Background: an optimization exercise with open tools, aiming at small area and a short achievable clock period. Do not read the settings as production practice. Function not checked in this run: the RTL went through the layout flow alone. Power is estimated from default activity; no workload was simulated.

==> flow/config.mk <==
export PLATFORM = sky130hd
export DESIGN_NAME = array_multiplier
export DESIGN_NICKNAME = array_multiplier
export VERILOG_FILES = /design/flow/design.v
export SDC_FILE = /design/flow/constraint.sdc
export NUM_CORES = 4
export LEC_CHECK = 0
export CAP_MARGIN = 20
export CORE_MARGIN = 2
export CORE_UTILIZATION = 40
export SETUP_SLACK_MARGIN = 2.8
export SLEW_MARGIN = 20
export SYNTH_HIERARCHICAL = 1
==> flow/constraint.sdc <==
create_clock -name core_clock -period 6.0 [get_ports {clk}]
set_input_delay 1.2000 -clock core_clock [delete_from_list [all_inputs] [get_ports {clk}]]
set_output_delay 1.2000 -clock core_clock [all_outputs]
set_load 0.01 [all_outputs]
==> flow/design.v <==
`default_nettype none
package mult_sizes_pkg;
	localparam int OPERAND_WIDTH = 16;
	localparam int PRODUCT_WIDTH = 2 * OPERAND_WIDTH;
	localparam int ROW_COUNT = OPERAND_WIDTH - 1;
	typedef logic [OPERAND_WIDTH-1:0] operand_t;
	typedef logic [PRODUCT_WIDTH-1:0] product_t;
endpackage
`default_nettype wire
`default_nettype none
package adder_cell_pkg;
	function automatic logic [1:0] half_add(
		input logic a,
		input logic b
	);
		logic s;
		logic c;
		s = a ^ b;
		c = a & b;
		half_add = {c, s};
	endfunction
	function automatic logic [1:0] full_add(
		input logic a,
		input logic b,
		input logic cin
	);
		logic s;
		logic c;
		s = a ^ b ^ cin;
		c = (a & b) | (cin & (a ^ b));  
		full_add = {c, s};
	endfunction
endpackage
`default_nettype wire
`default_nettype none
module array_multiplier (
	input  logic                     clk,
	input  logic                     reset,
	input  logic                     in_valid,
	input  mult_sizes_pkg::operand_t x,
	input  mult_sizes_pkg::operand_t y,
	output logic                     product_valid,
	output mult_sizes_pkg::product_t product
);
	logic r866;
	logic r867;
	logic r868;
	logic r869;
	logic r870;
	logic r871;
	logic r872;
	logic r873;
	logic r874;
	logic r875;
	logic r876;
	logic r877;
	logic r878;
	logic r879;
	logic r880;
	logic r881;
	logic r882;
	logic r883;
	logic r884;
	logic r885;
	logic r886;
	logic r887;
	logic r888;
	logic r889;
	logic r890;
	logic r891;
	logic r892;
	logic r893;
	logic r894;
	logic r895;
	logic r896;
	logic r897;
	logic r898;
	logic r899;
	logic r900;
	logic r901;
	logic r902;
	logic r903;
	logic r904;
	logic r905;
	logic r906;
	logic r907;
	logic r908;
	logic r909;
	logic r910;
	logic r911;
	logic r912;
	logic r913;
	logic r914;
	logic r915;
	logic r916;
	logic r917;
	logic r918;
	logic r919;
	logic r920;
	logic r921;
	logic r922;
	logic r923;
	logic r924;
	logic r925;
	logic r926;
	logic r927;
	logic r928;
	logic r929;
	logic r930;
	logic r931;
	logic r932;
	logic r933;
	logic r934;
	logic r935;
	logic r936;
	logic r937;
	logic r938;
	logic r939;
	logic r940;
	logic r941;
	logic r942;
	logic r943;
	logic r944;
	logic r945;
	logic r946;
	logic r947;
	logic r948;
	logic r950;
	logic r952;
	logic r954;
	logic r956;
	logic r958;
	wire pp1 = ~(x[0] & y[0]);
	wire pp2 = ~(x[1] & y[0]);
	wire pp3 = ~(x[2] & y[0]);
	wire pp4 = ~(x[3] & y[0]);
	wire pp5 = ~(x[4] & y[0]);
	wire pp6 = ~(x[5] & y[0]);
	wire pp7 = ~(x[6] & y[0]);
	wire pp8 = ~(x[7] & y[0]);
	wire pp9 = ~(x[8] & y[0]);
	wire pp10 = ~(x[9] & y[0]);
	wire pp11 = ~(x[10] & y[0]);
	wire pp12 = ~(x[11] & y[0]);
	wire pp13 = ~(x[12] & y[0]);
	wire pp14 = ~(x[13] & y[0]);
	wire pp15 = ~(x[14] & y[0]);
	wire pp16 = ~(x[15] & y[0]);
	wire pp17 = ~(x[0] & y[1]);
	wire pp18 = ~(x[1] & y[1]);
	wire pp19 = ~(x[2] & y[1]);
	wire pp20 = ~(x[3] & y[1]);
	wire pp21 = ~(x[4] & y[1]);
	wire pp22 = ~(x[5] & y[1]);
	wire pp23 = ~(x[6] & y[1]);
	wire pp24 = ~(x[7] & y[1]);
	wire pp25 = ~(x[8] & y[1]);
	wire pp26 = ~(x[9] & y[1]);
	wire pp27 = ~(x[10] & y[1]);
	wire pp28 = ~(x[11] & y[1]);
	wire pp29 = ~(x[12] & y[1]);
	wire pp30 = ~(x[13] & y[1]);
	wire pp31 = ~(x[14] & y[1]);
	wire pp32 = ~(x[15] & y[1]);
	wire pp33 = ~(x[0] & y[2]);
	wire pp34 = ~(x[1] & y[2]);
	wire pp35 = ~(x[2] & y[2]);
	wire pp36 = ~(x[3] & y[2]);
	wire pp37 = ~(x[4] & y[2]);
	wire pp38 = ~(x[5] & y[2]);
	wire pp39 = ~(x[6] & y[2]);
	wire pp40 = ~(x[7] & y[2]);
	wire pp41 = ~(x[8] & y[2]);
	wire pp42 = ~(x[9] & y[2]);
	wire pp43 = ~(x[10] & y[2]);
	wire pp44 = ~(x[11] & y[2]);
	wire pp45 = ~(x[12] & y[2]);
	wire pp46 = ~(x[13] & y[2]);
	wire pp47 = ~(x[14] & y[2]);
	wire pp48 = ~(x[15] & y[2]);
	wire pp49 = ~(x[0] & y[3]);
	wire pp50 = ~(x[1] & y[3]);
	wire pp51 = ~(x[2] & y[3]);
	wire pp52 = ~(x[3] & y[3]);
	wire pp53 = ~(x[4] & y[3]);
	wire pp54 = ~(x[5] & y[3]);
	wire pp55 = ~(x[6] & y[3]);
	wire pp56 = ~(x[7] & y[3]);
	wire pp57 = ~(x[8] & y[3]);
	wire pp58 = ~(x[9] & y[3]);
	wire pp59 = ~(x[10] & y[3]);
	wire pp60 = ~(x[11] & y[3]);
	wire pp61 = ~(x[12] & y[3]);
	wire pp62 = ~(x[13] & y[3]);
	wire pp63 = ~(x[14] & y[3]);
	wire pp64 = ~(x[15] & y[3]);
	wire pp65 = ~(x[0] & y[4]);
	wire pp66 = ~(x[1] & y[4]);
	wire pp67 = ~(x[2] & y[4]);
	wire pp68 = ~(x[3] & y[4]);
	wire pp69 = ~(x[4] & y[4]);
	wire pp70 = ~(x[5] & y[4]);
	wire pp71 = ~(x[6] & y[4]);
	wire pp72 = ~(x[7] & y[4]);
	wire pp73 = ~(x[8] & y[4]);
	wire pp74 = ~(x[9] & y[4]);
	wire pp75 = ~(x[10] & y[4]);
	wire pp76 = ~(x[11] & y[4]);
	wire pp77 = ~(x[12] & y[4]);
	wire pp78 = ~(x[13] & y[4]);
	wire pp79 = ~(x[14] & y[4]);
	wire pp80 = ~(x[15] & y[4]);
	wire pp81 = ~(x[0] & y[5]);
	wire pp82 = ~(x[1] & y[5]);
	wire pp83 = ~(x[2] & y[5]);
	wire pp84 = ~(x[3] & y[5]);
	wire pp85 = ~(x[4] & y[5]);
	wire pp86 = ~(x[5] & y[5]);
	wire pp87 = ~(x[6] & y[5]);
	wire pp88 = ~(x[7] & y[5]);
	wire pp89 = ~(x[8] & y[5]);
	wire pp90 = ~(x[9] & y[5]);
	wire pp91 = ~(x[10] & y[5]);
	wire pp92 = ~(x[11] & y[5]);
	wire pp93 = ~(x[12] & y[5]);
	wire pp94 = ~(x[13] & y[5]);
	wire pp95 = ~(x[14] & y[5]);
	wire pp96 = ~(x[15] & y[5]);
	wire pp97 = ~(x[0] & y[6]);
	wire pp98 = ~(x[1] & y[6]);
	wire pp99 = ~(x[2] & y[6]);
	wire pp100 = ~(x[3] & y[6]);
	wire pp101 = ~(x[4] & y[6]);
	wire pp102 = ~(x[5] & y[6]);
	wire pp103 = ~(x[6] & y[6]);
	wire pp104 = ~(x[7] & y[6]);
	wire pp105 = ~(x[8] & y[6]);
	wire pp106 = ~(x[9] & y[6]);
	wire pp107 = ~(x[10] & y[6]);
	wire pp108 = ~(x[11] & y[6]);
	wire pp109 = ~(x[12] & y[6]);
	wire pp110 = ~(x[13] & y[6]);
	wire pp111 = ~(x[14] & y[6]);
	wire pp112 = ~(x[15] & y[6]);
	wire pp113 = ~(x[0] & y[7]);
	wire pp114 = ~(x[1] & y[7]);
	wire pp115 = ~(x[2] & y[7]);
	wire pp116 = ~(x[3] & y[7]);
	wire pp117 = ~(x[4] & y[7]);
	wire pp118 = ~(x[5] & y[7]);
	wire pp119 = ~(x[6] & y[7]);
	wire pp120 = ~(x[7] & y[7]);
	wire pp121 = ~(x[8] & y[7]);
	wire pp122 = ~(x[9] & y[7]);
	wire pp123 = ~(x[10] & y[7]);
	wire pp124 = ~(x[11] & y[7]);
	wire pp125 = ~(x[12] & y[7]);
	wire pp126 = ~(x[13] & y[7]);
	wire pp127 = ~(x[14] & y[7]);
	wire pp128 = ~(x[15] & y[7]);
	wire pp129 = ~(x[0] & y[8]);
	wire pp130 = ~(x[1] & y[8]);
	wire pp131 = ~(x[2] & y[8]);
	wire pp132 = ~(x[3] & y[8]);
	wire pp133 = ~(x[4] & y[8]);
	wire pp134 = ~(x[5] & y[8]);
	wire pp135 = ~(x[6] & y[8]);
	wire pp136 = ~(x[7] & y[8]);
	wire pp137 = ~(x[8] & y[8]);
	wire pp138 = ~(x[9] & y[8]);
	wire pp139 = ~(x[10] & y[8]);
	wire pp140 = ~(x[11] & y[8]);
	wire pp141 = ~(x[12] & y[8]);
	wire pp142 = ~(x[13] & y[8]);
	wire pp143 = ~(x[14] & y[8]);
	wire pp144 = ~(x[15] & y[8]);
	wire pp145 = ~(x[0] & y[9]);
	wire pp146 = ~(x[1] & y[9]);
	wire pp147 = ~(x[2] & y[9]);
	wire pp148 = ~(x[3] & y[9]);
	wire pp149 = ~(x[4] & y[9]);
	wire pp150 = ~(x[5] & y[9]);
	wire pp151 = ~(x[6] & y[9]);
	wire pp152 = ~(x[7] & y[9]);
	wire pp153 = ~(x[8] & y[9]);
	wire pp154 = ~(x[9] & y[9]);
	wire pp155 = ~(x[10] & y[9]);
	wire pp156 = ~(x[11] & y[9]);
	wire pp157 = ~(x[12] & y[9]);
	wire pp158 = ~(x[13] & y[9]);
	wire pp159 = ~(x[14] & y[9]);
	wire pp160 = ~(x[15] & y[9]);
	wire pp161 = ~(x[0] & y[10]);
	wire pp162 = ~(x[1] & y[10]);
	wire pp163 = ~(x[2] & y[10]);
	wire pp164 = ~(x[3] & y[10]);
	wire pp165 = ~(x[4] & y[10]);
	wire pp166 = ~(x[5] & y[10]);
	wire pp167 = ~(x[6] & y[10]);
	wire pp168 = ~(x[7] & y[10]);
	wire pp169 = ~(x[8] & y[10]);
	wire pp170 = ~(x[9] & y[10]);
	wire pp171 = ~(x[10] & y[10]);
	wire pp172 = ~(x[11] & y[10]);
	wire pp173 = ~(x[12] & y[10]);
	wire pp174 = ~(x[13] & y[10]);
	wire pp175 = ~(x[14] & y[10]);
	wire pp176 = ~(x[15] & y[10]);
	wire pp177 = ~(x[0] & y[11]);
	wire pp178 = ~(x[1] & y[11]);
	wire pp179 = ~(x[2] & y[11]);
	wire pp180 = ~(x[3] & y[11]);
	wire pp181 = ~(x[4] & y[11]);
	wire pp182 = ~(x[5] & y[11]);
	wire pp183 = ~(x[6] & y[11]);
	wire pp184 = ~(x[7] & y[11]);
	wire pp185 = ~(x[8] & y[11]);
	wire pp186 = ~(x[9] & y[11]);
	wire pp187 = ~(x[10] & y[11]);
	wire pp188 = ~(x[11] & y[11]);
	wire pp189 = ~(x[12] & y[11]);
	wire pp190 = ~(x[13] & y[11]);
	wire pp191 = ~(x[14] & y[11]);
	wire pp192 = ~(x[15] & y[11]);
	wire pp193 = ~(x[0] & y[12]);
	wire pp194 = ~(x[1] & y[12]);
	wire pp195 = ~(x[2] & y[12]);
	wire pp196 = ~(x[3] & y[12]);
	wire pp197 = ~(x[4] & y[12]);
	wire pp198 = ~(x[5] & y[12]);
	wire pp199 = ~(x[6] & y[12]);
	wire pp200 = ~(x[7] & y[12]);
	wire pp201 = ~(x[8] & y[12]);
	wire pp202 = ~(x[9] & y[12]);
	wire pp203 = ~(x[10] & y[12]);
	wire pp204 = ~(x[11] & y[12]);
	wire pp205 = ~(x[12] & y[12]);
	wire pp206 = ~(x[13] & y[12]);
	wire pp207 = ~(x[14] & y[12]);
	wire pp208 = ~(x[15] & y[12]);
	wire pp209 = ~(x[0] & y[13]);
	wire pp210 = ~(x[1] & y[13]);
	wire pp211 = ~(x[2] & y[13]);
	wire pp212 = ~(x[3] & y[13]);
	wire pp213 = ~(x[4] & y[13]);
	wire pp214 = ~(x[5] & y[13]);
	wire pp215 = ~(x[6] & y[13]);
	wire pp216 = ~(x[7] & y[13]);
	wire pp217 = ~(x[8] & y[13]);
	wire pp218 = ~(x[9] & y[13]);
	wire pp219 = ~(x[10] & y[13]);
	wire pp220 = ~(x[11] & y[13]);
	wire pp221 = ~(x[12] & y[13]);
	wire pp222 = ~(x[13] & y[13]);
	wire pp223 = ~(x[14] & y[13]);
	wire pp224 = ~(x[15] & y[13]);
	wire pp225 = ~(x[0] & y[14]);
	wire pp226 = ~(x[1] & y[14]);
	wire pp227 = ~(x[2] & y[14]);
	wire pp228 = ~(x[3] & y[14]);
	wire pp229 = ~(x[4] & y[14]);
	wire pp230 = ~(x[5] & y[14]);
	wire pp231 = ~(x[6] & y[14]);
	wire pp232 = ~(x[7] & y[14]);
	wire pp233 = ~(x[8] & y[14]);
	wire pp234 = ~(x[9] & y[14]);
	wire pp235 = ~(x[10] & y[14]);
	wire pp236 = ~(x[11] & y[14]);
	wire pp237 = ~(x[12] & y[14]);
	wire pp238 = ~(x[13] & y[14]);
	wire pp239 = ~(x[14] & y[14]);
	wire pp240 = ~(x[15] & y[14]);
	wire pp241 = ~(x[0] & y[15]);
	wire pp242 = ~(x[1] & y[15]);
	wire pp243 = ~(x[2] & y[15]);
	wire pp244 = ~(x[3] & y[15]);
	wire pp245 = ~(x[4] & y[15]);
	wire pp246 = ~(x[5] & y[15]);
	wire pp247 = ~(x[6] & y[15]);
	wire pp248 = ~(x[7] & y[15]);
	wire pp249 = ~(x[8] & y[15]);
	wire pp250 = ~(x[9] & y[15]);
	wire pp251 = ~(x[10] & y[15]);
	wire pp252 = ~(x[11] & y[15]);
	wire pp253 = ~(x[12] & y[15]);
	wire pp254 = ~(x[13] & y[15]);
	wire pp255 = ~(x[14] & y[15]);
	wire pp256 = ~(x[15] & y[15]);
	wire s257, c258;
	mult_xnor u_s257 (.a(pp3), .b(pp18), .y(s257));
	mult_or u_c258 (.a(pp3), .b(pp18), .y(c258));
	wire s259, c260;
	mult_fa u_s259 (.a(pp4), .b(pp19), .c(pp34), .s(s259), .co(c260));
	wire s261, c262;
	mult_xnor u_s261 (.a(pp49), .b(c258), .y(s261));
	mult_or u_c262 (.a(pp49), .b(c258), .y(c262));
	wire s263, c264;
	mult_fa u_s263 (.a(pp5), .b(pp20), .c(pp35), .s(s263), .co(c264));
	wire s265, c266;
	mult_fa u_s265 (.a(pp50), .b(pp65), .c(c260), .s(s265), .co(c266));
	wire s267, c268;
	mult_xnor u_s267 (.a(c262), .b(s263), .y(s267));
	mult_or u_c268 (.a(c262), .b(s263), .y(c268));
	wire s269, c270;
	mult_fa u_s269 (.a(pp6), .b(pp21), .c(pp36), .s(s269), .co(c270));
	wire s271, c272;
	mult_fa u_s271 (.a(pp51), .b(pp66), .c(pp81), .s(s271), .co(c272));
	wire s273, c274;
	mult_fa u_s273 (.a(c264), .b(s269), .c(s271), .s(s273), .co(c274));
	wire s275, c276;
	mult_xnor u_s275 (.a(c268), .b(c266), .y(s275));
	mult_or u_c276 (.a(c268), .b(c266), .y(c276));
	wire s277, c278;
	mult_fa u_s277 (.a(pp7), .b(pp22), .c(pp37), .s(s277), .co(c278));
	wire s279, c280;
	mult_fa u_s279 (.a(pp52), .b(pp67), .c(pp82), .s(s279), .co(c280));
	wire s281, c282;
	mult_fa u_s281 (.a(pp97), .b(c270), .c(c272), .s(s281), .co(c282));
	wire s283, c284;
	mult_fa u_s283 (.a(s277), .b(s279), .c(c274), .s(s283), .co(c284));
	wire s285, c286;
	mult_xnor u_s285 (.a(s281), .b(c276), .y(s285));
	mult_or u_c286 (.a(s281), .b(c276), .y(c286));
	wire s287, c288;
	mult_fa u_s287 (.a(pp8), .b(pp23), .c(pp38), .s(s287), .co(c288));
	wire s289, c290;
	mult_fa u_s289 (.a(pp53), .b(pp68), .c(pp83), .s(s289), .co(c290));
	wire s291, c292;
	mult_fa u_s291 (.a(pp98), .b(pp113), .c(c278), .s(s291), .co(c292));
	wire s293, c294;
	mult_fa u_s293 (.a(c280), .b(s287), .c(s289), .s(s293), .co(c294));
	wire s295, c296;
	mult_fa u_s295 (.a(c282), .b(s291), .c(s293), .s(s295), .co(c296));
	wire s297, c298;
	mult_xnor u_s297 (.a(c286), .b(c284), .y(s297));
	mult_or u_c298 (.a(c286), .b(c284), .y(c298));
	wire s299, c300;
	mult_fa u_s299 (.a(pp9), .b(pp24), .c(pp39), .s(s299), .co(c300));
	wire s301, c302;
	mult_fa u_s301 (.a(pp54), .b(pp69), .c(pp84), .s(s301), .co(c302));
	wire s303, c304;
	mult_fa u_s303 (.a(pp99), .b(pp114), .c(pp129), .s(s303), .co(c304));
	wire s305, c306;
	mult_fa u_s305 (.a(c288), .b(c290), .c(s299), .s(s305), .co(c306));
	wire s307, c308;
	mult_fa u_s307 (.a(s301), .b(s303), .c(c292), .s(s307), .co(c308));
	wire s309, c310;
	mult_fa u_s309 (.a(c294), .b(s305), .c(s307), .s(s309), .co(c310));
	wire s311, c312;
	mult_xnor u_s311 (.a(c296), .b(c298), .y(s311));
	mult_or u_c312 (.a(c296), .b(c298), .y(c312));
	wire s313, c314;
	mult_fa u_s313 (.a(pp10), .b(pp25), .c(pp40), .s(s313), .co(c314));
	wire s315, c316;
	mult_fa u_s315 (.a(pp55), .b(pp70), .c(pp85), .s(s315), .co(c316));
	wire s317, c318;
	mult_fa u_s317 (.a(pp100), .b(pp115), .c(pp130), .s(s317), .co(c318));
	wire s319, c320;
	mult_fa u_s319 (.a(pp145), .b(c300), .c(c302), .s(s319), .co(c320));
	wire s321, c322;
	mult_fa u_s321 (.a(c304), .b(s313), .c(s315), .s(s321), .co(c322));
	wire s323, c324;
	mult_fa u_s323 (.a(s317), .b(c306), .c(s319), .s(s323), .co(c324));
	wire s325, c326;
	mult_fa u_s325 (.a(s321), .b(c308), .c(s323), .s(s325), .co(c326));
	wire s327, c328;
	mult_xnor u_s327 (.a(r866), .b(r867), .y(s327));
	mult_or u_c328 (.a(r866), .b(r867), .y(c328));
	wire s329, c330;
	mult_fa u_s329 (.a(pp11), .b(pp26), .c(pp41), .s(s329), .co(c330));
	wire s331, c332;
	mult_fa u_s331 (.a(pp56), .b(pp71), .c(pp86), .s(s331), .co(c332));
	wire s333, c334;
	mult_fa u_s333 (.a(pp101), .b(pp116), .c(pp131), .s(s333), .co(c334));
	wire s335, c336;
	mult_fa u_s335 (.a(pp146), .b(pp161), .c(c314), .s(s335), .co(c336));
	wire s337, c338;
	mult_fa u_s337 (.a(c316), .b(c318), .c(s329), .s(s337), .co(c338));
	wire s339, c340;
	mult_fa u_s339 (.a(s331), .b(s333), .c(c320), .s(s339), .co(c340));
	wire s341, c342;
	mult_fa u_s341 (.a(c322), .b(s335), .c(s337), .s(s341), .co(c342));
	wire s343, c344;
	mult_fa u_s343 (.a(r868), .b(r869), .c(r870), .s(s343), .co(c344));
	wire s345, c346;
	mult_xnor u_s345 (.a(r871), .b(c328), .y(s345));
	mult_or u_c346 (.a(r871), .b(c328), .y(c346));
	wire s347, c348;
	mult_fa u_s347 (.a(pp12), .b(pp27), .c(pp42), .s(s347), .co(c348));
	wire s349, c350;
	mult_fa u_s349 (.a(pp57), .b(pp72), .c(pp87), .s(s349), .co(c350));
	wire s351, c352;
	mult_fa u_s351 (.a(pp102), .b(pp117), .c(pp132), .s(s351), .co(c352));
	wire s353, c354;
	mult_fa u_s353 (.a(pp147), .b(pp162), .c(pp177), .s(s353), .co(c354));
	wire s355, c356;
	mult_fa u_s355 (.a(c330), .b(c332), .c(c334), .s(s355), .co(c356));
	wire s357, c358;
	mult_fa u_s357 (.a(s347), .b(s349), .c(s351), .s(s357), .co(c358));
	wire s359, c360;
	mult_fa u_s359 (.a(s353), .b(c336), .c(c338), .s(s359), .co(c360));
	wire s361, c362;
	mult_fa u_s361 (.a(s355), .b(s357), .c(c340), .s(s361), .co(c362));
	wire s363, c364;
	mult_fa u_s363 (.a(r872), .b(r873), .c(r874), .s(s363), .co(c364));
	wire s365, c366;
	mult_xnor u_s365 (.a(c344), .b(c346), .y(s365));
	mult_or u_c366 (.a(c344), .b(c346), .y(c366));
	wire s367, c368;
	mult_fa u_s367 (.a(pp13), .b(pp28), .c(pp43), .s(s367), .co(c368));
	wire s369, c370;
	mult_fa u_s369 (.a(pp58), .b(pp73), .c(pp88), .s(s369), .co(c370));
	wire s371, c372;
	mult_fa u_s371 (.a(pp103), .b(pp118), .c(pp133), .s(s371), .co(c372));
	wire s373, c374;
	mult_fa u_s373 (.a(pp148), .b(pp163), .c(pp178), .s(s373), .co(c374));
	wire s375, c376;
	mult_fa u_s375 (.a(pp193), .b(c348), .c(c350), .s(s375), .co(c376));
	wire s377, c378;
	mult_fa u_s377 (.a(c352), .b(c354), .c(s367), .s(s377), .co(c378));
	wire s379, c380;
	mult_fa u_s379 (.a(s369), .b(s371), .c(s373), .s(s379), .co(c380));
	wire s381, c382;
	mult_fa u_s381 (.a(c356), .b(c358), .c(s375), .s(s381), .co(c382));
	wire s383, c384;
	mult_fa u_s383 (.a(s377), .b(s379), .c(c360), .s(s383), .co(c384));
	wire s385, c386;
	mult_fa u_s385 (.a(r875), .b(r876), .c(r877), .s(s385), .co(c386));
	wire s387, c388;
	mult_xnor u_s387 (.a(c364), .b(s385), .y(s387));
	mult_or u_c388 (.a(c364), .b(s385), .y(c388));
	wire s389, c390;
	mult_fa u_s389 (.a(pp14), .b(pp29), .c(pp44), .s(s389), .co(c390));
	wire s391, c392;
	mult_fa u_s391 (.a(pp59), .b(pp74), .c(pp89), .s(s391), .co(c392));
	wire s393, c394;
	mult_fa u_s393 (.a(pp104), .b(pp119), .c(pp134), .s(s393), .co(c394));
	wire s395, c396;
	mult_fa u_s395 (.a(pp149), .b(pp164), .c(pp179), .s(s395), .co(c396));
	wire s397, c398;
	mult_fa u_s397 (.a(pp194), .b(pp209), .c(c368), .s(s397), .co(c398));
	wire s399, c400;
	mult_fa u_s399 (.a(c370), .b(c372), .c(c374), .s(s399), .co(c400));
	wire s401, c402;
	mult_fa u_s401 (.a(s389), .b(s391), .c(s393), .s(s401), .co(c402));
	wire s403, c404;
	mult_fa u_s403 (.a(s395), .b(c376), .c(c378), .s(s403), .co(c404));
	wire s405, c406;
	mult_fa u_s405 (.a(c380), .b(s397), .c(s399), .s(s405), .co(c406));
	wire s407, c408;
	mult_fa u_s407 (.a(s401), .b(c382), .c(s403), .s(s407), .co(c408));
	wire s409, c410;
	mult_fa u_s409 (.a(r878), .b(r879), .c(r880), .s(s409), .co(c410));
	wire s411, c412;
	mult_xnor u_s411 (.a(c386), .b(s409), .y(s411));
	mult_or u_c412 (.a(c386), .b(s409), .y(c412));
	wire s413, c414;
	mult_fa u_s413 (.a(pp15), .b(pp30), .c(pp45), .s(s413), .co(c414));
	wire s415, c416;
	mult_fa u_s415 (.a(pp60), .b(pp75), .c(pp90), .s(s415), .co(c416));
	wire s417, c418;
	mult_fa u_s417 (.a(pp105), .b(pp120), .c(pp135), .s(s417), .co(c418));
	wire s419, c420;
	mult_fa u_s419 (.a(pp150), .b(pp165), .c(pp180), .s(s419), .co(c420));
	wire s421, c422;
	mult_fa u_s421 (.a(pp195), .b(pp210), .c(pp225), .s(s421), .co(c422));
	wire s423, c424;
	mult_fa u_s423 (.a(c390), .b(c392), .c(c394), .s(s423), .co(c424));
	wire s425, c426;
	mult_fa u_s425 (.a(c396), .b(s413), .c(s415), .s(s425), .co(c426));
	wire s427, c428;
	mult_fa u_s427 (.a(s417), .b(s419), .c(s421), .s(s427), .co(c428));
	wire s429, c430;
	mult_fa u_s429 (.a(c398), .b(c400), .c(c402), .s(s429), .co(c430));
	wire s431, c432;
	mult_fa u_s431 (.a(s423), .b(s425), .c(s427), .s(s431), .co(c432));
	wire s433, c434;
	mult_fa u_s433 (.a(c404), .b(c406), .c(s429), .s(s433), .co(c434));
	wire s435, c436;
	mult_fa u_s435 (.a(r881), .b(r882), .c(r883), .s(s435), .co(c436));
	wire s437, c438;
	mult_xnor u_s437 (.a(c410), .b(s435), .y(s437));
	mult_or u_c438 (.a(c410), .b(s435), .y(c438));
	wire s439, c440;
	mult_fa u_s439 (.a(pp16), .b(pp31), .c(pp46), .s(s439), .co(c440));
	wire s441, c442;
	mult_fa u_s441 (.a(pp61), .b(pp76), .c(pp91), .s(s441), .co(c442));
	wire s443, c444;
	mult_fa u_s443 (.a(pp106), .b(pp121), .c(pp136), .s(s443), .co(c444));
	wire s445, c446;
	mult_fa u_s445 (.a(pp151), .b(pp166), .c(pp181), .s(s445), .co(c446));
	wire s447, c448;
	mult_fa u_s447 (.a(pp196), .b(pp211), .c(pp226), .s(s447), .co(c448));
	wire s449, c450;
	mult_fa u_s449 (.a(pp241), .b(c414), .c(c416), .s(s449), .co(c450));
	wire s451, c452;
	mult_fa u_s451 (.a(c418), .b(c420), .c(c422), .s(s451), .co(c452));
	wire s453, c454;
	mult_fa u_s453 (.a(s439), .b(s441), .c(s443), .s(s453), .co(c454));
	wire s455, c456;
	mult_fa u_s455 (.a(s445), .b(s447), .c(c424), .s(s455), .co(c456));
	wire s457, c458;
	mult_fa u_s457 (.a(c426), .b(c428), .c(s449), .s(s457), .co(c458));
	wire s459, c460;
	mult_fa u_s459 (.a(s451), .b(s453), .c(c430), .s(s459), .co(c460));
	wire s461, c462;
	mult_fa u_s461 (.a(s455), .b(c432), .c(s457), .s(s461), .co(c462));
	wire s463, c464;
	mult_fa u_s463 (.a(r884), .b(r885), .c(r886), .s(s463), .co(c464));
	wire s465, c466;
	mult_xnor u_s465 (.a(c436), .b(s463), .y(s465));
	mult_or u_c466 (.a(c436), .b(s463), .y(c466));
	wire s467, c468;
	mult_fa u_s467 (.a(pp32), .b(pp47), .c(pp62), .s(s467), .co(c468));
	wire s469, c470;
	mult_fa u_s469 (.a(pp77), .b(pp92), .c(pp107), .s(s469), .co(c470));
	wire s471, c472;
	mult_fa u_s471 (.a(pp122), .b(pp137), .c(pp152), .s(s471), .co(c472));
	wire s473, c474;
	mult_fa u_s473 (.a(pp167), .b(pp182), .c(pp197), .s(s473), .co(c474));
	wire s475, c476;
	mult_fa u_s475 (.a(pp212), .b(pp227), .c(pp242), .s(s475), .co(c476));
	wire s477, c478;
	mult_fa u_s477 (.a(c440), .b(c442), .c(c444), .s(s477), .co(c478));
	wire s479, c480;
	mult_fa u_s479 (.a(c446), .b(c448), .c(s467), .s(s479), .co(c480));
	wire s481, c482;
	mult_fa u_s481 (.a(s469), .b(s471), .c(s473), .s(s481), .co(c482));
	wire s483, c484;
	mult_fa u_s483 (.a(s475), .b(c450), .c(c452), .s(s483), .co(c484));
	wire s485, c486;
	mult_fa u_s485 (.a(c454), .b(s477), .c(s479), .s(s485), .co(c486));
	wire s487, c488;
	mult_fa u_s487 (.a(s481), .b(c456), .c(c458), .s(s487), .co(c488));
	wire s489, c490;
	mult_fa u_s489 (.a(r887), .b(r888), .c(r889), .s(s489), .co(c490));
	wire s491, c492;
	mult_fa u_s491 (.a(r890), .b(r891), .c(s489), .s(s491), .co(c492));
	wire s493, c494;
	mult_xnor u_s493 (.a(c464), .b(c466), .y(s493));
	mult_or u_c494 (.a(c464), .b(c466), .y(c494));
	wire s495, c496;
	mult_fa u_s495 (.a(pp48), .b(pp63), .c(pp78), .s(s495), .co(c496));
	wire s497, c498;
	mult_fa u_s497 (.a(pp93), .b(pp108), .c(pp123), .s(s497), .co(c498));
	wire s499, c500;
	mult_fa u_s499 (.a(pp138), .b(pp153), .c(pp168), .s(s499), .co(c500));
	wire s501, c502;
	mult_fa u_s501 (.a(pp183), .b(pp198), .c(pp213), .s(s501), .co(c502));
	wire s503, c504;
	mult_fa u_s503 (.a(pp228), .b(pp243), .c(c468), .s(s503), .co(c504));
	wire s505, c506;
	mult_fa u_s505 (.a(c470), .b(c472), .c(c474), .s(s505), .co(c506));
	wire s507, c508;
	mult_fa u_s507 (.a(c476), .b(s495), .c(s497), .s(s507), .co(c508));
	wire s509, c510;
	mult_fa u_s509 (.a(s499), .b(s501), .c(c478), .s(s509), .co(c510));
	wire s511, c512;
	mult_fa u_s511 (.a(c480), .b(c482), .c(s503), .s(s511), .co(c512));
	wire s513, c514;
	mult_fa u_s513 (.a(s505), .b(s507), .c(c484), .s(s513), .co(c514));
	wire s515, c516;
	mult_fa u_s515 (.a(s509), .b(c486), .c(s511), .s(s515), .co(c516));
	wire s517, c518;
	mult_fa u_s517 (.a(r892), .b(r893), .c(r894), .s(s517), .co(c518));
	wire s519, c520;
	mult_fa u_s519 (.a(c490), .b(s517), .c(c492), .s(s519), .co(c520));
	wire s521, c522;
	mult_fa u_s521 (.a(pp64), .b(pp79), .c(pp94), .s(s521), .co(c522));
	wire s523, c524;
	mult_fa u_s523 (.a(pp109), .b(pp124), .c(pp139), .s(s523), .co(c524));
	wire s525, c526;
	mult_fa u_s525 (.a(pp154), .b(pp169), .c(pp184), .s(s525), .co(c526));
	wire s527, c528;
	mult_fa u_s527 (.a(pp199), .b(pp214), .c(pp229), .s(s527), .co(c528));
	wire s529, c530;
	mult_fa u_s529 (.a(pp244), .b(c496), .c(c498), .s(s529), .co(c530));
	wire s531, c532;
	mult_fa u_s531 (.a(c500), .b(c502), .c(s521), .s(s531), .co(c532));
	wire s533, c534;
	mult_fa u_s533 (.a(s523), .b(s525), .c(s527), .s(s533), .co(c534));
	wire s535, c536;
	mult_fa u_s535 (.a(c504), .b(c506), .c(c508), .s(s535), .co(c536));
	wire s537, c538;
	mult_fa u_s537 (.a(s529), .b(s531), .c(s533), .s(s537), .co(c538));
	wire s539, c540;
	mult_fa u_s539 (.a(c510), .b(c512), .c(s535), .s(s539), .co(c540));
	wire s541, c542;
	mult_fa u_s541 (.a(r895), .b(r896), .c(r897), .s(s541), .co(c542));
	wire s543, c544;
	mult_fa u_s543 (.a(r898), .b(c518), .c(s541), .s(s543), .co(c544));
	wire s545, c546;
	mult_fa u_s545 (.a(pp80), .b(pp95), .c(pp110), .s(s545), .co(c546));
	wire s547, c548;
	mult_fa u_s547 (.a(pp125), .b(pp140), .c(pp155), .s(s547), .co(c548));
	wire s549, c550;
	mult_fa u_s549 (.a(pp170), .b(pp185), .c(pp200), .s(s549), .co(c550));
	wire s551, c552;
	mult_fa u_s551 (.a(pp215), .b(pp230), .c(pp245), .s(s551), .co(c552));
	wire s553, c554;
	mult_fa u_s553 (.a(c522), .b(c524), .c(c526), .s(s553), .co(c554));
	wire s555, c556;
	mult_fa u_s555 (.a(c528), .b(s545), .c(s547), .s(s555), .co(c556));
	wire s557, c558;
	mult_fa u_s557 (.a(s549), .b(s551), .c(c530), .s(s557), .co(c558));
	wire s559, c560;
	mult_fa u_s559 (.a(c532), .b(c534), .c(s553), .s(s559), .co(c560));
	wire s561, c562;
	mult_fa u_s561 (.a(s555), .b(c536), .c(s557), .s(s561), .co(c562));
	wire s563, c564;
	mult_fa u_s563 (.a(r899), .b(r900), .c(r901), .s(s563), .co(c564));
	wire s565, c566;
	mult_fa u_s565 (.a(r902), .b(c542), .c(s563), .s(s565), .co(c566));
	wire s567, c568;
	mult_fa u_s567 (.a(pp96), .b(pp111), .c(pp126), .s(s567), .co(c568));
	wire s569, c570;
	mult_fa u_s569 (.a(pp141), .b(pp156), .c(pp171), .s(s569), .co(c570));
	wire s571, c572;
	mult_fa u_s571 (.a(pp186), .b(pp201), .c(pp216), .s(s571), .co(c572));
	wire s573, c574;
	mult_fa u_s573 (.a(pp231), .b(pp246), .c(c546), .s(s573), .co(c574));
	wire s575, c576;
	mult_fa u_s575 (.a(c548), .b(c550), .c(c552), .s(s575), .co(c576));
	wire s577, c578;
	mult_fa u_s577 (.a(s567), .b(s569), .c(s571), .s(s577), .co(c578));
	wire s579, c580;
	mult_fa u_s579 (.a(c554), .b(c556), .c(s573), .s(s579), .co(c580));
	wire s581, c582;
	mult_fa u_s581 (.a(s575), .b(s577), .c(c558), .s(s581), .co(c582));
	wire s583, c584;
	mult_fa u_s583 (.a(r903), .b(r904), .c(r905), .s(s583), .co(c584));
	wire s585, c586;
	mult_fa u_s585 (.a(r906), .b(c564), .c(s583), .s(s585), .co(c586));
	wire s587, c588;
	mult_fa u_s587 (.a(pp112), .b(pp127), .c(pp142), .s(s587), .co(c588));
	wire s589, c590;
	mult_fa u_s589 (.a(pp157), .b(pp172), .c(pp187), .s(s589), .co(c590));
	wire s591, c592;
	mult_fa u_s591 (.a(pp202), .b(pp217), .c(pp232), .s(s591), .co(c592));
	wire s593, c594;
	mult_fa u_s593 (.a(pp247), .b(c568), .c(c570), .s(s593), .co(c594));
	wire s595, c596;
	mult_fa u_s595 (.a(c572), .b(s587), .c(s589), .s(s595), .co(c596));
	wire s597, c598;
	mult_fa u_s597 (.a(s591), .b(c574), .c(c576), .s(s597), .co(c598));
	wire s599, c600;
	mult_fa u_s599 (.a(c578), .b(s593), .c(s595), .s(s599), .co(c600));
	wire s601, c602;
	mult_fa u_s601 (.a(r907), .b(r908), .c(r909), .s(s601), .co(c602));
	wire s603, c604;
	mult_fa u_s603 (.a(r910), .b(s601), .c(c584), .s(s603), .co(c604));
	wire s605, c606;
	mult_fa u_s605 (.a(pp128), .b(pp143), .c(pp158), .s(s605), .co(c606));
	wire s607, c608;
	mult_fa u_s607 (.a(pp173), .b(pp188), .c(pp203), .s(s607), .co(c608));
	wire s609, c610;
	mult_fa u_s609 (.a(pp218), .b(pp233), .c(pp248), .s(s609), .co(c610));
	wire s611, c612;
	mult_fa u_s611 (.a(c588), .b(c590), .c(c592), .s(s611), .co(c612));
	wire s613, c614;
	mult_fa u_s613 (.a(s605), .b(s607), .c(s609), .s(s613), .co(c614));
	wire s615, c616;
	mult_fa u_s615 (.a(c594), .b(c596), .c(s611), .s(s615), .co(c616));
	wire s617, c618;
	mult_fa u_s617 (.a(s613), .b(c598), .c(c600), .s(s617), .co(c618));
	wire s619, c620;
	mult_fa u_s619 (.a(r911), .b(c602), .c(r912), .s(s619), .co(c620));
	wire s621, c622;
	mult_fa u_s621 (.a(pp144), .b(pp159), .c(pp174), .s(s621), .co(c622));
	wire s623, c624;
	mult_fa u_s623 (.a(pp189), .b(pp204), .c(pp219), .s(s623), .co(c624));
	wire s625, c626;
	mult_fa u_s625 (.a(pp234), .b(pp249), .c(c606), .s(s625), .co(c626));
	wire s627, c628;
	mult_fa u_s627 (.a(c608), .b(c610), .c(s621), .s(s627), .co(c628));
	wire s629, c630;
	mult_fa u_s629 (.a(s623), .b(c612), .c(c614), .s(s629), .co(c630));
	wire s631, c632;
	mult_fa u_s631 (.a(s625), .b(s627), .c(c616), .s(s631), .co(c632));
	wire s633, c634;
	mult_fa u_s633 (.a(r913), .b(r914), .c(r915), .s(s633), .co(c634));
	wire s635, c636;
	mult_fa u_s635 (.a(pp160), .b(pp175), .c(pp190), .s(s635), .co(c636));
	wire s637, c638;
	mult_fa u_s637 (.a(pp205), .b(pp220), .c(pp235), .s(s637), .co(c638));
	wire s639, c640;
	mult_fa u_s639 (.a(pp250), .b(c622), .c(c624), .s(s639), .co(c640));
	wire s641, c642;
	mult_fa u_s641 (.a(s635), .b(s637), .c(c626), .s(s641), .co(c642));
	wire s643, c644;
	mult_fa u_s643 (.a(c628), .b(s639), .c(c630), .s(s643), .co(c644));
	wire s645, c646;
	mult_fa u_s645 (.a(r916), .b(r917), .c(r918), .s(s645), .co(c646));
	wire s647, c648;
	mult_fa u_s647 (.a(pp176), .b(pp191), .c(pp206), .s(s647), .co(c648));
	wire s649, c650;
	mult_fa u_s649 (.a(pp221), .b(pp236), .c(pp251), .s(s649), .co(c650));
	wire s651, c652;
	mult_fa u_s651 (.a(c636), .b(c638), .c(s647), .s(s651), .co(c652));
	wire s653, c654;
	mult_fa u_s653 (.a(s649), .b(c640), .c(s651), .s(s653), .co(c654));
	wire s655, c656;
	mult_fa u_s655 (.a(r919), .b(r920), .c(r921), .s(s655), .co(c656));
	wire s657, c658;
	mult_fa u_s657 (.a(pp192), .b(pp207), .c(pp222), .s(s657), .co(c658));
	wire s659, c660;
	mult_fa u_s659 (.a(pp237), .b(pp252), .c(c648), .s(s659), .co(c660));
	wire s661, c662;
	mult_fa u_s661 (.a(c650), .b(s657), .c(c652), .s(s661), .co(c662));
	wire s663, c664;
	mult_fa u_s663 (.a(s659), .b(c654), .c(s661), .s(s663), .co(c664));
	wire s665, c666;
	mult_fa u_s665 (.a(pp208), .b(pp223), .c(pp238), .s(s665), .co(c666));
	wire s667, c668;
	mult_fa u_s667 (.a(pp253), .b(c658), .c(s665), .s(s667), .co(c668));
	wire s669, c670;
	mult_fa u_s669 (.a(c660), .b(s667), .c(c662), .s(s669), .co(c670));
	wire s671, c672;
	mult_fa u_s671 (.a(pp224), .b(pp239), .c(pp254), .s(s671), .co(c672));
	wire s673, c674;
	mult_fa u_s673 (.a(c666), .b(s671), .c(c668), .s(s673), .co(c674));
	wire s675, c676;
	mult_fa u_s675 (.a(pp240), .b(pp255), .c(c672), .s(s675), .co(c676));
	wire t677 = ~pp1;
	wire g678 = pp2 & pp17;
	wire p679 = pp2 ^ pp17;
	wire g680 = pp33 & s257;
	wire p681 = pp33 ^ s257;
	wire g682 = s261 & s259;
	wire p683 = s261 ^ s259;
	wire g684 = s267 & s265;
	wire p685 = s267 ^ s265;
	wire g686 = s273 & s275;
	wire p687 = s273 ^ s275;
	wire g688 = s285 & s283;
	wire p689 = s285 ^ s283;
	wire g690 = s295 & s297;
	wire p691 = s295 ^ s297;
	wire g692 = r922 & r923;
	wire p693 = r922 ^ r923;
	wire g694 = r924 & s327;
	wire p695 = r924 ^ s327;
	wire g696 = s343 & s345;
	wire p697 = s343 ^ s345;
	wire g698 = s363 & s365;
	wire p699 = s363 ^ s365;
	wire g700 = c366 & s387;
	wire p701 = c366 ^ s387;
	wire g702 = c388 & s411;
	wire p703 = c388 ^ s411;
	wire g704 = c412 & s437;
	wire p705 = c412 ^ s437;
	wire g706 = c438 & s465;
	wire p707 = c438 ^ s465;
	wire g708 = s491 & s493;
	wire p709 = s491 ^ s493;
	wire g710 = c494 & s519;
	wire p711 = c494 ^ s519;
	wire g712 = s543 & c520;
	wire p713 = s543 ^ c520;
	wire g714 = c544 & s565;
	wire p715 = c544 ^ s565;
	wire g716 = c566 & s585;
	wire p717 = c566 ^ s585;
	wire g718 = c586 & s603;
	wire p719 = c586 ^ s603;
	wire g720 = s619 & c604;
	wire p721 = s619 ^ c604;
	wire g722 = c620 & s633;
	wire p723 = c620 ^ s633;
	wire g724 = c634 & s645;
	wire p725 = c634 ^ s645;
	wire g726 = c646 & s655;
	wire p727 = c646 ^ s655;
	wire g728 = r925 & c656;
	wire p729 = r925 ^ c656;
	wire g730 = r926 & r927;
	wire p731 = r926 ^ r927;
	wire g732 = r928 & r929;
	wire p733 = r928 ^ r929;
	wire g734 = s675 & c674;
	wire p735 = s675 ^ c674;
	wire g736 = pp256 & c676;
	wire p737 = pp256 ^ c676;
	wire q738 = pp1 | t677;
	wire q739 = g678 | (p679 & q738);
	wire q740 = g680 | (p681 & q739);
	wire q741 = g682 | (p683 & q740);
	wire q742 = g684 | (p685 & q741);
	wire q743 = g686 | (p687 & q742);
	wire q744 = g688 | (p689 & q743);
	wire q745 = r930 | (r931 & r932);
	wire q746 = g692 | (p693 & q745);
	wire q747 = g694 | (p695 & q746);
	wire q748 = g696 | (p697 & q747);
	wire q749 = g698 | (p699 & q748);
	wire a750 = p699 & p697;
	wire q751 = g702 | (p703 & g700);
	wire a752 = p703 & p701;
	wire q753 = g706 | (p707 & g704);
	wire a754 = p707 & p705;
	wire q755 = g710 | (p711 & g708);
	wire a756 = p711 & p709;
	wire q757 = g714 | (p715 & g712);
	wire a758 = p715 & p713;
	wire q759 = g718 | (p719 & g716);
	wire a760 = p719 & p717;
	wire q761 = g722 | (p723 & g720);
	wire a762 = p723 & p721;
	wire q763 = g726 | (p727 & g724);
	wire a764 = p727 & p725;
	wire q765 = g730 | (p731 & g728);
	wire a766 = p731 & p729;
	wire q767 = r933 | (r934 & g732);
	wire a768 = r934 & p733;
	wire q769 = g700 | (p701 & q749);
	wire a770 = p701 & a750;
	wire q771 = q751 | (a752 & q749);
	wire a772 = a752 & a750;
	wire q773 = g708 | (p709 & q753);
	wire a774 = p709 & a754;
	wire q775 = q755 | (a756 & q753);
	wire a776 = a756 & a754;
	wire q777 = g716 | (p717 & q757);
	wire a778 = p717 & a758;
	wire q779 = q759 | (a760 & q757);
	wire a780 = a760 & a758;
	wire q781 = g724 | (p725 & q761);
	wire a782 = p725 & a762;
	wire q783 = q763 | (a764 & q761);
	wire a784 = a764 & a762;
	wire q785 = g732 | (p733 & q765);
	wire a786 = p733 & a766;
	wire q787 = q767 | (a768 & q765);
	wire a788 = a768 & a766;
	wire q789 = g704 | (p705 & q771);
	wire a790 = p705 & a772;
	wire q791 = q753 | (a754 & q771);
	wire a792 = a754 & a772;
	wire q793 = q773 | (a774 & q771);
	wire a794 = a774 & a772;
	wire q795 = q775 | (a776 & q771);
	wire a796 = a776 & a772;
	wire q797 = g720 | (p721 & q779);
	wire a798 = p721 & a780;
	wire q799 = q761 | (a762 & q779);
	wire a800 = a762 & a780;
	wire q801 = q781 | (a782 & q779);
	wire a802 = a782 & a780;
	wire q803 = q783 | (a784 & q779);
	wire a804 = a784 & a780;
	wire q805 = r935 | (r936 & q787);
	wire a806 = r936 & a788;
	wire q807 = g712 | (p713 & q795);
	wire a808 = p713 & a796;
	wire q809 = q757 | (a758 & q795);
	wire a810 = a758 & a796;
	wire q811 = q777 | (a778 & q795);
	wire a812 = a778 & a796;
	wire q813 = q779 | (a780 & q795);
	wire a814 = a780 & a796;
	wire q815 = q797 | (a798 & q795);
	wire a816 = a798 & a796;
	wire q817 = q799 | (a800 & q795);
	wire a818 = a800 & a796;
	wire q819 = q801 | (a802 & q795);
	wire a820 = a802 & a796;
	wire q821 = q803 | (a804 & q795);
	wire a822 = a804 & a796;
	wire q823 = g728 | (p729 & q821);
	wire a824 = p729 & a822;
	wire q825 = q765 | (a766 & q821);
	wire a826 = a766 & a822;
	wire q827 = q785 | (a786 & q821);
	wire a828 = a786 & a822;
	wire q829 = q787 | (a788 & q821);
	wire a830 = a788 & a822;
	wire q831 = q805 | (a806 & q821);
	wire a832 = a806 & a822;
	wire t833 = ~r938;
	assign product[0] = ~t833;
	wire x835;
	mult_xnor u_x835 (.a(p679), .b(q738), .y(x835));
	wire x836;
	mult_xnor u_x836 (.a(p681), .b(q739), .y(x836));
	wire x837;
	mult_xnor u_x837 (.a(p683), .b(q740), .y(x837));
	wire x838;
	mult_xnor u_x838 (.a(p685), .b(q741), .y(x838));
	wire x839;
	mult_xnor u_x839 (.a(p687), .b(q742), .y(x839));
	wire x840;
	mult_xnor u_x840 (.a(p689), .b(q743), .y(x840));
	wire x841;
	mult_xnor u_x841 (.a(r931), .b(r932), .y(x841));
	wire x842;
	mult_xnor u_x842 (.a(p693), .b(q745), .y(x842));
	wire x843;
	mult_xnor u_x843 (.a(p695), .b(q746), .y(x843));
	wire x844;
	mult_xnor u_x844 (.a(p697), .b(q747), .y(x844));
	wire x845;
	mult_xnor u_x845 (.a(p699), .b(q748), .y(x845));
	wire x846;
	mult_xnor u_x846 (.a(p701), .b(q749), .y(x846));
	wire x847;
	mult_xnor u_x847 (.a(p703), .b(q769), .y(x847));
	wire x848;
	mult_xnor u_x848 (.a(p705), .b(q771), .y(x848));
	wire x849;
	mult_xnor u_x849 (.a(p707), .b(q789), .y(x849));
	wire x850;
	mult_xnor u_x850 (.a(p709), .b(q791), .y(x850));
	wire x851;
	mult_xnor u_x851 (.a(p711), .b(q793), .y(x851));
	wire x852;
	mult_xnor u_x852 (.a(p713), .b(q795), .y(x852));
	wire x853;
	mult_xnor u_x853 (.a(p715), .b(q807), .y(x853));
	wire x854;
	mult_xnor u_x854 (.a(p717), .b(q809), .y(x854));
	wire x855;
	mult_xnor u_x855 (.a(p719), .b(q811), .y(x855));
	wire x856;
	mult_xnor u_x856 (.a(p721), .b(q813), .y(x856));
	wire x857;
	mult_xnor u_x857 (.a(p723), .b(q815), .y(x857));
	wire x858;
	mult_xnor u_x858 (.a(p725), .b(q817), .y(x858));
	wire x859;
	mult_xnor u_x859 (.a(p727), .b(q819), .y(x859));
	wire x860;
	mult_xnor u_x860 (.a(p729), .b(q821), .y(x860));
	mult_xnor u_x861 (.a(r939), .b(r940), .y(product[27]));
	mult_xnor u_x862 (.a(r941), .b(r942), .y(product[28]));
	mult_xnor u_x863 (.a(r943), .b(r944), .y(product[29]));
	mult_xnor u_x864 (.a(r945), .b(r946), .y(product[30]));
	assign product[31] = ~r947;
	always_ff @(posedge clk) begin
		r866 <= c310;
		r867 <= c312;
		r868 <= c324;
		r869 <= s339;
		r870 <= s341;
		r871 <= c326;
		r872 <= c342;
		r873 <= s359;
		r874 <= s361;
		r875 <= s381;
		r876 <= c362;
		r877 <= s383;
		r878 <= s405;
		r879 <= c384;
		r880 <= s407;
		r881 <= s431;
		r882 <= c408;
		r883 <= s433;
		r884 <= c434;
		r885 <= s459;
		r886 <= s461;
		r887 <= s483;
		r888 <= s485;
		r889 <= c460;
		r890 <= c462;
		r891 <= s487;
		r892 <= c488;
		r893 <= s513;
		r894 <= s515;
		r895 <= s537;
		r896 <= c514;
		r897 <= c516;
		r898 <= s539;
		r899 <= c538;
		r900 <= s559;
		r901 <= c540;
		r902 <= s561;
		r903 <= c560;
		r904 <= s579;
		r905 <= c562;
		r906 <= s581;
		r907 <= c580;
		r908 <= s597;
		r909 <= s599;
		r910 <= c582;
		r911 <= s615;
		r912 <= s617;
		r913 <= s629;
		r914 <= c618;
		r915 <= s631;
		r916 <= s641;
		r917 <= c632;
		r918 <= s643;
		r919 <= c642;
		r920 <= s653;
		r921 <= c644;
		r922 <= s311;
		r923 <= s309;
		r924 <= s325;
		r925 <= s663;
		r926 <= c664;
		r927 <= s669;
		r928 <= s673;
		r929 <= c670;
		r930 <= g690;
		r931 <= p691;
		r932 <= q744;
		r933 <= g734;
		r934 <= p735;
		r935 <= g736;
		r936 <= p737;
		r937 <= t677;
		r938 <= r937;
		r939 <= p731;
		r940 <= q823;
		r941 <= p733;
		r942 <= q825;
		r943 <= r934;
		r944 <= q827;
		r945 <= r936;
		r946 <= q829;
		r947 <= q831;
		r948 <= x835;
		product[1] <= r948;
		r950 <= x836;
		product[2] <= r950;
		r952 <= x837;
		product[3] <= r952;
		r954 <= x838;
		product[4] <= r954;
		r956 <= x839;
		product[5] <= r956;
		r958 <= x840;
		product[6] <= r958;
		product[7] <= x841;
		product[8] <= x842;
		product[9] <= x843;
		product[10] <= x844;
		product[11] <= x845;
		product[12] <= x846;
		product[13] <= x847;
		product[14] <= x848;
		product[15] <= x849;
		product[16] <= x850;
		product[17] <= x851;
		product[18] <= x852;
		product[19] <= x853;
		product[20] <= x854;
		product[21] <= x855;
		product[22] <= x856;
		product[23] <= x857;
		product[24] <= x858;
		product[25] <= x859;
		product[26] <= x860;
	end
	logic v1;
	always_ff @(posedge clk) begin
		if (reset) begin
			v1 <= 1'b0;
			product_valid <= 1'b0;
		end else begin
			v1 <= in_valid;
			product_valid <= v1;
		end
	end
endmodule
module mult_fa (
	input  logic a,
	input  logic b,
	input  logic c,
	output logic s,
	output logic co
);
	assign s  = a ^ b ^ c;
	assign co = (a & b) | (c & (a ^ b));
endmodule
module mult_xor (
	input  logic a,
	input  logic b,
	output logic y
);
	assign y = a ^ b;
endmodule
module mult_xnor (
	input  logic a,
	input  logic b,
	output logic y
);
	assign y = ~(a ^ b);
endmodule
module mult_or (
	input  logic a,
	input  logic b,
	output logic y
);
	assign y = a | b;
endmodule
`default_nettype wire
==> flow/flow/run.sh <==
#!/bin/bash
# Layout flow: the standard ORFS flow (standard.sh, unchanged synthesis),
# with smaller port buffers and a clock tree built from clkbuf_8 without
# dummy loads. Each tool's output goes to a log file in this folder.
set -euo pipefail
export BUFFER_PORTS_ARGS="-buffer_cell sky130_fd_sc_hd__buf_1"
export CTS_ARGS="-sink_clustering_enable -repair_clock_nets -buf_list sky130_fd_sc_hd__clkbuf_8 -dont_use_dummy_load"
bash standard.sh finish > flow_make.log 2>&1
==> flow/standard.sh <==
#!/bin/bash
# synth_recipe.tcl (not shown) runs the flow's synth.tcl, then flattens the netlist and writes it again
# the make line also repeats each setting of config.mk as NAME=value (left out here)
make -C /OpenROAD-flow-scripts/flow DESIGN_CONFIG=/design/flow/config.mk WORK_HOME=/design/flow/orfs CLKGATE_MAP_FILE= SYNTH_SCRIPT=/design/flow/synth_recipe.tcl "${@:-finish}"
==> results.ini <==
[critical_path]
critPathTopFamily=adder cells
r2r_cells=10
cp_common_cell=fa_1
path_cells=fa_1 > fa_2 > fa_1 > ha_4 > a21o_1 > a31o_4 > nand3_4 > o2111ai_4 > a221o_2 > a31o_1
rrSetupSlack_ps=2680
cp_max_fo=4
r2r_end=r947
worst-path-buf-inv=0
cp-end-kind=flop
critical_path.max_stage_delay_ps=540
slowest_stage=fa_1
worstPathArrival_ps=3650
criticalPathCategory=flop to flop
cp.required_ps=6330
crit_path_start=r889
cp-start-kind=flop
r2r-start=r889
cp-endpoint=r947
worst-path-stages=10

[clock_tree]
cts_tree=built
cts_max_path_buffers=2
clkTransAtPathRegs_ps=70
root_buffer=clkbuf_8
cts-buffers-inserted=17
clock-sinks=116
ctsHoldBuffers=0
clock_latency_ps=450
cts.htree.levels=4

[final_layout]
area_growth_pct=12.5
largest_reg_flops=26
fin_cells=1099
drive_above_1_share=0.193
nets=1081
regMostFlops=product
final_util=0.456
antenna_cells=0

[timing]
setup_slack_ps=2680
rsz0062_at_grt=true
setup_viol=0
slew_viol_final=0
period_needed_ps=3320
fin_worst_skew_ps=15.5
setup_tns_ps=0
finalHoldViolCount=0
finalCritPeriodShare=0.553
fmax_mhz=301

[pwr]
internal-power_mw=3.43
p_clk_frac=0.092
switching_share=0.420
irDropWorstVdd_v=0.000331
p_total_mw=5.92
p_sw_mw=2.48
power_density_nw_per_um2=598
leakagePower_nw=3.55
combPwrFrac=0.684
seqPwrFrac=0.224

[global_routing]
grt_max_degree=17
track_usage=0.191
grt-ovfl-total=0
grt_pass1_vias=6137
antenna_found_initial=0
grt_pass1_wl_um=33700

[hold_path]
hold_class=flop to flop
hold_start=r954

[synthesis]
synth_warnings=7
ys_seq_area_frac=0.264
ys_ff_latch=116
avgSynthCellArea_um2=11.1
netlist_instances=789
syn_area_um2=8790
synth_cell_types=35
synth_nets=1049

[die]
die-area_um2=23200
die_h_um=152
die_x_um=152
coreArea_um2=21700
ioPinCount=68
rows=54
initial_core_util=0.405

[placement]
dp_cells=1077
port_buffers=67
gp_congestion=0.844
dpl_worst_slack_ps=1830
dpl.hpwl_um=15100

[route]
drc=0
vias=5646
drtIter0Drc=287
wl_um=21000
drt.antenna.violating_nets=0
viasPerCell=5.14
wire_per_inst_um=19.1
drt_pre_antenna_iters=5

[status]
outcome=finished clean

[run]
maxCapViolCount=0

## per-module statistics from Yosys (local to each module, per instance)
| module | flip-flops and latches | cells inside | times used | area, µm² |
|---|---|---|---|---|
| mult_fa | 0 | 1 | 195 | 20.0 |
| mult_or | 0 | 1 | 15 | 6.26 |
| array_multiplier | 116 | 534 | 1 | 4400 |
| mult_xnor | 0 | 1 | 45 | 8.76 |
## final cells by class
type / instances / area [µm²]
fill: 2026 / 11800
clock buffer: 17 / 234
sequential: 116 / 2320
multi-input combinational: 609 / 6550
inverter: 3 / 11.3
timing repair buffer: 74 / 420
tap: 280 / 350
## layer usage
metal | share of wire | global-route usage
met5 | 0 | 0
met4 | 0.018 | 0.0601
met1 | 0.45 | 0.260
met2 | 0.46 | 0.300
met3 | 0.070 | 0.0503
## stage by stage
stage / area (µm²) / hold WS, ps
5_1_grt: 9890 / 336
3_3_place_gp: 9430 / 310
3_5_place_dp: 9430 / 314
2_1_floorplan: 9690 / 310
6_report: 9890 / 327
4_1_cts: 9780 / 330
## power by group through the flow
| stage | clock [mW] | sequential [mW] | combinational [mW] |
|---|---|---|---|
| finish | 0.545 | 1.33 | 4.05 |
| global route | 0.595 | 1.36 | 4.56 |
| CTS | 0.564 | 1.33 | 3.91 |
| detailed placement | 0 | 1.35 | 3.68 |
| global placement | 0 | 1.35 | 3.61 |
| floorplan | 0 | 1.35 | 2.87 |
## timing repair
item / 4_1_cts / 5_1_grt
resized for setup: 129 / 31
pin swaps: 8 / 3
setup endpoints to repair: 69 / 29
buffers inserted: 4 / 1
## layout by cell type (no fill, tap or decap), types with 14 or more instances in the layout
cell and count:
clkbuf_8 17, buf_1 37, dfxtp_1 115, nand2_1 244, clkbuf_4 22, xnor2_1 45
buf_4 14, fa_2 71, ha_1 26, fa_1 124, a21o_1 20, or2_1 15
## kinds of logic (layout without fill, tap and decap cells)
group           Yosys count  in the layout  share of synthesized area
buf+inv                  64             94                     0.0278
simple gates            291            291                      0.133
flops                   116            116                      0.264
other cells               1              1                   0.000427
fa+ha+maj               225            225                      0.487
compound gates           47             47                     0.0430
xor+xnor                 45             45                     0.0448
## worst min-delay path by stage
stage                       to  slack [ps]  cells past startpoint
global placement    product[3]         310                      0
floorplan           product[1]         310                      0
global route        product[3]         340                      0
detailed placement  product[4]         310                      0
CTS                 product[4]         330                      0
finish              product[4]         330                      0
## Yosys cell counts (all sizes together)
cell,number,area [µm²]
and4,1,8.76
ha,30,375
a21oi,7,38.8
and2,3,18.8
and3,2,12.5
buf,1,7.51
a31o,3,26.3
or3b,1,8.76
a41o,1,10.0
a21o,23,176
nor2b,3,18.8
or2,15,93.8
clkbuf,60,225
o311ai,1,16.3
o21bai,1,7.51
dfxtp,116,2320
nand2,258,968
xnor2,45,394
nor3,1,5.00
inv,3,11.3
o211ai,1,7.51
nand2b,2,12.5
nor2,3,11.3
o2111ai,2,30.0
nand3,2,10.0
a211oi,1,12.5
a221o,1,11.3
fa,195,3900
conb,1,3.75
o21ai,2,10.0
o21a,4,31.3

[re-timing with driven ports]
The flow's constraints put no driver on any port. The routed layout listed below was extracted and timed again, unchanged, in two steps. Step 1 sets driving cells, clkbuf_16 on the clock port and buf_2 on the other inputs (assumed; they add their load-dependent delay and slew). Step 2, shift: input delay + t, output delay - t, t = (earliest + latest rising clock arrival at the registers) / 2. This alone moves slack from input paths to output paths. Slacks: ideal ports / drivers / drivers and shift; pairs: ideal ports / drivers.
shift t [ns]: 0.483
setup WS [ns]: 2.679 / 2.679 / 2.375
worst setup path at the end: input to register
After both steps this run still meets setup and hold. For this run, drivers alone change the setup slack by 0.000 ns; drivers and shift together by -0.304 ns.
